Source: an optimization exercise on an open RTL-to-GDS flow (aim: small area, a short achievable clock period and few clock cycles per item). Production flows keep margins and buffers that such runs may drop. The RTL was checked by simulation tests, not by an equivalence proof against the original design.

`design/flow/design.v`:
```
module siso_maxlog #(
  parameter int W      = 8,
  parameter int AW     = 12,
  parameter int N      = 64,
  parameter int ADDR_W = $clog2(N)
) (
  input  logic                 clk_p_i,
  input  logic                 reset_n_i,
  input  logic                 in_valid_i,
  output logic                 in_ready_o,
  input  logic signed [W-1:0]  sys_i,
  input  logic signed [W-1:0]  par_i,
  input  logic signed [W-1:0]  apr_i,
  output logic                 out_valid_o,
  input  logic                 out_ready_i,
  output logic signed [W-1:0]  ext_o,
  output logic [ADDR_W-1:0]    out_idx_o,
  output logic                 out_last_o,
  output logic                 busy_o
);
  typedef logic signed [AW-1:0] metric_t;
  typedef logic signed [W-1:0]  llr_t;
  typedef enum logic {LOAD, BACK} state_t;
  localparam metric_t M_MAX    = {1'b0, {(AW-1){1'b1}}};
  localparam metric_t M_MIN    = {1'b1, {(AW-1){1'b0}}};
  localparam metric_t INIT_NEG = {2'b11, {(AW-2){1'b0}}};
  localparam metric_t W_MAX    = metric_t'((2**(W-1)) - 1);
  localparam metric_t W_MIN    = metric_t'(-(2**(W-1)));
  function automatic metric_t sat_add(input metric_t a, input metric_t b);
    logic signed [AW:0] s;
    s = {a[AW-1], a} + {b[AW-1], b};
    if (s[AW] != s[AW-1]) sat_add = s[AW] ? M_MIN : M_MAX;
    else                  sat_add = s[AW-1:0];
  endfunction
  function automatic metric_t sat_sub(input metric_t a, input metric_t b);
    logic signed [AW:0] s;
    s = {a[AW-1], a} - {b[AW-1], b};
    if (s[AW] != s[AW-1]) sat_sub = s[AW] ? M_MIN : M_MAX;
    else                  sat_sub = s[AW-1:0];
  endfunction
  function automatic llr_t sat_w(input metric_t x);
    if (x > W_MAX)      sat_w = W_MAX[W-1:0];
    else if (x < W_MIN) sat_w = W_MIN[W-1:0];
    else                sat_w = x[W-1:0];
  endfunction
  function automatic logic [1:0] nxt(input logic [1:0] s, input logic u);
    nxt = {u ^ s[1] ^ s[0], s[1]};
  endfunction
  function automatic logic pbit(input logic [1:0] s, input logic u);
    pbit = u ^ s[1];
  endfunction
  function automatic metric_t gam(input logic u, input logic p, input metric_t lsa, input metric_t par);
    metric_t gu, gp;
    gu = u ? lsa : '0;
    gp = p ? par : '0;
    gam = sat_add(gu, gp);
  endfunction
  state_t              state;
  logic [ADDR_W-1:0]   k;
  metric_t             alpha_cur [4];
  metric_t             beta_cur  [4];
  metric_t             alpha_nxt [4];
  metric_t             beta_nxt  [4];
  metric_t             acc_f     [4];
  metric_t             acc_b     [4];
  llr_t                sys_mem   [N];
  llr_t                par_mem   [N];
  llr_t                apr_mem   [N];
  metric_t             alpha_mem [N][4];
  metric_t             lsa_in, par_in, lsa_k, par_k;
  metric_t             m1, m0, l_app, ext_full, cand_f, cand_b, br;
  logic [1:0]          ns_f, ns_b;
  assign lsa_in = metric_t'(sys_i) + metric_t'(apr_i);
  assign par_in = metric_t'(par_i);
  assign lsa_k  = metric_t'(sys_mem[k]) + metric_t'(apr_mem[k]);
  assign par_k  = metric_t'(par_mem[k]);
  always_comb begin
    ns_f   = '0;
    cand_f = '0;
    for (int t = 0; t < 4; t++) acc_f[t] = M_MIN;
    for (int s = 0; s < 4; s++) begin
      for (int u = 0; u < 2; u++) begin
        ns_f   = nxt(2'(s), 1'(u));
        cand_f = sat_add(alpha_cur[s], gam(1'(u), pbit(2'(s), 1'(u)), lsa_in, par_in));
        if (cand_f > acc_f[ns_f]) acc_f[ns_f] = cand_f;
      end
    end
    for (int t = 0; t < 4; t++) alpha_nxt[t] = sat_sub(acc_f[t], acc_f[0]);
  end
  always_comb begin
    ns_b   = '0;
    cand_b = '0;
    br     = '0;
    m1     = M_MIN;
    m0     = M_MIN;
    for (int t = 0; t < 4; t++) acc_b[t] = M_MIN;
    for (int s = 0; s < 4; s++) begin
      for (int u = 0; u < 2; u++) begin
        ns_b   = nxt(2'(s), 1'(u));
        br     = gam(1'(u), pbit(2'(s), 1'(u)), lsa_k, par_k);
        cand_b = sat_add(beta_cur[ns_b], br);
        if (cand_b > acc_b[s]) acc_b[s] = cand_b;
        cand_b = sat_add(sat_add(alpha_mem[k][s], br), beta_cur[ns_b]);
        if (u == 1) begin
          if (cand_b > m1) m1 = cand_b;
        end else begin
          if (cand_b > m0) m0 = cand_b;
        end
      end
    end
    for (int t = 0; t < 4; t++) beta_nxt[t] = sat_sub(acc_b[t], acc_b[0]);
    l_app    = sat_sub(m1, m0);
    ext_full = sat_sub(l_app, lsa_k);
  end
  always_ff @(posedge clk_p_i or negedge reset_n_i) begin
    if (!reset_n_i) begin
      state <= LOAD;
      k     <= '0;
      for (int t = 0; t < 4; t++) begin
        alpha_cur[t] <= (t == 0) ? '0 : INIT_NEG;
        beta_cur[t]  <= '0;
      end
    end else begin
      case (state)
        LOAD: if (in_valid_i) begin
          for (int t = 0; t < 4; t++) alpha_cur[t] <= alpha_nxt[t];
          if (k == ADDR_W'(N-1)) state <= BACK;
          else                   k     <= k + ADDR_W'(1);
        end
        BACK: if (out_ready_i) begin
          if (k == '0) begin
            state <= LOAD;
            for (int t = 0; t < 4; t++) begin
              alpha_cur[t] <= (t == 0) ? '0 : INIT_NEG;
              beta_cur[t]  <= '0;
            end
          end else begin
            k <= k - ADDR_W'(1);
            for (int t = 0; t < 4; t++) beta_cur[t] <= beta_nxt[t];
          end
        end
        default: state <= LOAD;
      endcase
    end
  end
  always_ff @(posedge clk_p_i) begin
    if (state == LOAD && in_valid_i) begin
      sys_mem[k] <= sys_i;
      par_mem[k] <= par_i;
      apr_mem[k] <= apr_i;
      for (int t = 0; t < 4; t++) alpha_mem[k][t] <= alpha_cur[t];
    end
  end
  assign in_ready_o  = (state == LOAD);
  assign out_valid_o = (state == BACK);
  assign out_idx_o   = (state == BACK) ? k : '0;
  assign out_last_o  = (state == BACK) && (k == '0);
  assign ext_o       = (state == BACK) ? sat_w(ext_full) : '0;
  assign busy_o      = (state == BACK) || (k != '0);
endmodule
```
`design/flow/run.sh`:
```
#!/bin/bash
# synth_recipe.tcl (not shown) runs the flow's synth.tcl, then flattens the netlist and writes it again
# the make line also repeats each setting of config.mk as NAME=value (left out here)
make -C /OpenROAD-flow-scripts/flow DESIGN_CONFIG=/design/flow/config.mk WORK_HOME=/design/flow/orfs CLKGATE_MAP_FILE= SYNTH_SCRIPT=/design/flow/synth_recipe.tcl finish
```
`design/flow/config.mk`:
```
export PLATFORM = sky130hd
export DESIGN_NAME = siso_maxlog
export DESIGN_NICKNAME = siso_maxlog
export VERILOG_FILES = /design/flow/design.v
export SDC_FILE = /design/flow/constraint.sdc
export NUM_CORES = 4
export LEC_CHECK = 0
export CAP_MARGIN = 20
export CORE_MARGIN = 2
export CORE_UTILIZATION = 40
export SLEW_MARGIN = 20
```
`design/flow/constraint.sdc`:
```
create_clock -name core_clock -period 28.0 [get_ports {clk_p_i}]
set_input_delay 5.6000 -clock core_clock [delete_from_list [all_inputs] [get_ports {clk_p_i}]]
set_output_delay 5.6000 -clock core_clock [all_outputs]
set_load 0.01 [all_outputs]
```
==> flow_summary.json <==
{
  "setup_viol": 0,
  "grt_pass1_wl_um": 775000,
  "dr.pass1.iters": 9,
  "finalWorstSetupSlack_ps": 942,
  "outcome": "complete, no violations",
  "cp_slowest_stage_delay_ps": 760,
  "crit_start": "k[5]",
  "grt_usage_pct": 24.7,
  "fillers": 36600,
  "tightest_slew_ps": 1280,
  "synth_area_um2": 175000,
  "drc": 0,
  "nets": 11200,
  "path_clk_slew_ps": 60,
  "area_growth_pct": 14.4,
  "synth_area_leaders": "edfxtp_1, mux4_2, ha_1, o21ai_0, mux2i_1",
  "ys_seq_elements": 3919,
  "crit_path_frequent_cell": "o21a_1",
  "final_cell_area_um2": 200000,
  "gp_congestion": 0.910,
  "relSlewSlack_pct": 14.0,
  "dp_hpwl_um": 344000,
  "clock.fmax_mhz": 37.0,
  "place_area_um2": 185000,
  "drtIter0Drc": 14400,
  "htreeDepth": 5,
  "hp-class": "reg -> reg",
  "postCtsHoldBufs": 0,
  "cp_max_fo": 13,
  "yosys.area.top_type_share_pct": 66.0,
  "worst_hold_slack_ps": 619,
  "timing.rr.start": "k[0]",
  "synthCells": 10000,
  "rows": 242,
  "dieArea_um2": 442000,
  "cts_buffers": 398,
  "fp.dieH_um": 665,
  "required_ps": 22400,
  "placement.io_buffers": 45,
  "crit_path_end": "ext_o[2]",
  "drtAntennaViolNets": 0,
  "hold_viol_final": 0,
  "finalNonFillerCells": 16600,
  "insertion_delay_ps": 1000,
  "crit_arrival_ps": 21460,
  "core_um2": 435000,
  "vias": 102000,
  "cp-end-kind": "output port",
  "routedWlPerCell_um": 33.7,
  "reg2reg_to": "beta_cur[3][1]",
  "r2r_slack_ps": 14330,
  "synth-async-reset-ratio_pct": 2.02,
  "start_util_pct": 40.2,
  "synth_flop_cell": "edfxtp_1",
  "drv_slew": 0,
  "wirelength_um": 561000,
  "grt_max_degree": 78,
  "avgSynthCellArea_um2": 17.5,
  "viasPerCell": 6.14,
  "cp-start-kind": "register",
  "antenna_found_initial": 34,
  "die_width_um": 665,
  "cts.sink_count": 3919,
  "ys_types": 95,
  "layout-drive-gt1-share_pct": 23.4,
  "period_needed_ps": 27060,
  "pre_cts_slack_ps": -51.4,
  "hp-start": "alpha_cur[1][2]",
  "period_share_pct": 96.6,
  "gr-total-overflow": 0,
  "netlist.top_cell.by_area": "edfxtp_1",
  "tritoncts": "built",
  "worst_path_max_delay_cell": "nor2_2",
  "ys.warnings.count": 7,
  "fin_util_pct": 46.0,
  "ys_seq_area_share_pct": 67.1,
  "grt_pass1_vias": 100000,
  "ios": 46,
  "ctsRootBufferMaster": "clkbuf_16",
  "ff2ff_path_depth": 53,
  "path_class": "reg -> out",
  "skew_ps": 118,
  "cts_buffer_depth": 4,
  "max_cap_viol_count": 0,
  "synth_edf_count": 3840,
  "dp.cells": 15800
}
-- flip-flops by register name (all words and copies together) (netlist names) --
name       flops
beta_cur      36
state          1
k              6
apr_mem      512
alpha_mem   2304
par_mem      512
alpha_cur     36
sys_mem      512
-- stage by stage --
step / TNS (ps)
2_1_floorplan: 0
3_3_place_gp: -316
3_5_place_dp: -81.5
4_1_cts: 0
5_1_grt: -1250
6_report: 0
-- worst max-delay path, delay by kind of cell, from the launching register on --
family,cells,cell delay [ps]
AOI/OAI and AO/OA,55,10160
xor gates and xnor gates,1,160
adders and majority gates,14,4260
buffers and inverters,11,1940
DFF,1,620
muxes,1,340
and+or+nand+nor,12,2930
-- worst min-delay path by stage --
stage / to / slack, ps / cells after the start
5_1_grt: alpha_mem[105][2] / 640 / 0
3_5_place_dp: alpha_cur[3][5] / 630 / 1
2_1_floorplan: beta_cur[3][0] / 530 / 2
6_report: alpha_mem[105][2] / 620 / 0
4_1_cts: alpha_mem[105][2] / 630 / 0
3_3_place_gp: alpha_cur[3][5] / 640 / 1
-- cell usage after synthesis (33+ instances only) --
cell type     n
a211oi_1     49
a21boi_0     48
a21o_1       85
a21oi_1     403
a22oi_1      92
and2_1       37
and3_1       33
buf_1       110
buf_2        63
clkbuf_1    265
dfrtp_1      73
edfxtp_1   3840
fa_1         34
ha_1        590
inv_1       321
mux2_2       63
mux2i_1     215
mux4_2     1042
nand2_1     382
nand2b_1     39
nand3_1      93
nand4_1      33
nor2_1      401
nor2b_1      82
nor3_1       91
nor4_1       38
o211ai_1     64
o21a_1      136
o21ai_0     502
o21bai_1     48
o31ai_1      33
or2_2        38
or3_1        41
xnor2_1     184
xor2_1       66
-- kinds of logic (layout without fill, tap and decap cells) --
logic type	Yosys count	count (layout)	share of synthesized area, %
muxes	1320	1320	15.1
xor gates and xnor gates	250	250	1.25
buffers and inverters	768	1623	1.71
and+or+nand+nor	1371	1371	3.75
adders and majority gates	627	627	4.63
DFF	3919	3919	67.1
AOI/OAI and AO/OA	1757	1757	6.47
other	2	47	0.00430
-- final cells by class --
cell class / count / area [µm²] / area share [%]
flip-flops and latches: 3919 / 117000 / 58.7
multi-input cells: 5355 / 55900 / 28.0
clock inverters: 247 / 2330 / 1.16
clock buffers: 488 / 10500 / 5.25
well taps: 5734 / 7170 / 3.59
inverters: 323 / 1220 / 0.610
diodes: 17 / 42.5 / 0.0213
repair buffers: 565 / 5430 / 2.72
-- timing repair --
item                       CTS  global route
setup endpoints to repair    8             8
gates resized for setup     31           143
pin swaps                    1            19
gates cloned                 9             9
setup buffers               11            26
-- cell usage in the layout, fill, tap and decap left out, types with 44 or more instances in the layout --
| master | instances |
|---|---|
| clkbuf_16 | 415 |
| clkinv_1 | 102 |
| a22oi_1 | 91 |
| nand3_1 | 91 |
| o21bai_1 | 47 |
| nor3_1 | 76 |
| edfxtp_1 | 3840 |
| nor2_1 | 277 |
| nand2_1 | 379 |
| mux4_2 | 1042 |
| xnor2_1 | 178 |
| nor2_4 | 72 |
| mux2_2 | 63 |
| ha_1 | 582 |
| clkbuf_1 | 80 |
| inv_1 | 318 |
| nor2_2 | 52 |
| o21a_1 | 133 |
| clkinv_2 | 69 |
| a211oi_1 | 44 |
| nor2b_1 | 79 |
| xor2_1 | 64 |
| buf_4 | 436 |
| o211ai_1 | 64 |
| a21o_1 | 85 |
| o21ai_0 | 464 |
| a21oi_1 | 383 |
| mux2i_1 | 212 |
-- routing by layer --
layer	vias to the layer above	wire, µm	global-route usage [%]
met5	-	41	0
met4	6	25600	9.50
met3	913	53100	3.71
met2	5650	261000	39.5
met1	53700	222000	34.3
li1	41900	-	-
Testbench counts, summed over its fixed seeds: cycles 16,384, items 8,192.

## port drivers added, routing unchanged
How much do the figures lean on ideal ports? The routed layout below was timed once more, with nothing changed but the port constraints. Step 1: set_driving_cell puts a clkbuf_16 on clk_p_i and a buf_2 on each other input, an assumption about the parent block. Step 2 also shifts input and output timing later by t, the mid clock arrival at the registers, as if the neighbouring blocks saw the same clock. Slacks: no drivers / after step 1 / after step 2; pairs: no drivers / after step 1.
t (ns): 1.058
setup WS [ns]: 0.942 / 0.830 / 1.887
worst slew at a driven data input, ns: 0.19
After both steps setup and hold are still met in this run. For this run, drivers alone change the setup slack by -0.112 ns; drivers and shift together by +0.945 ns.
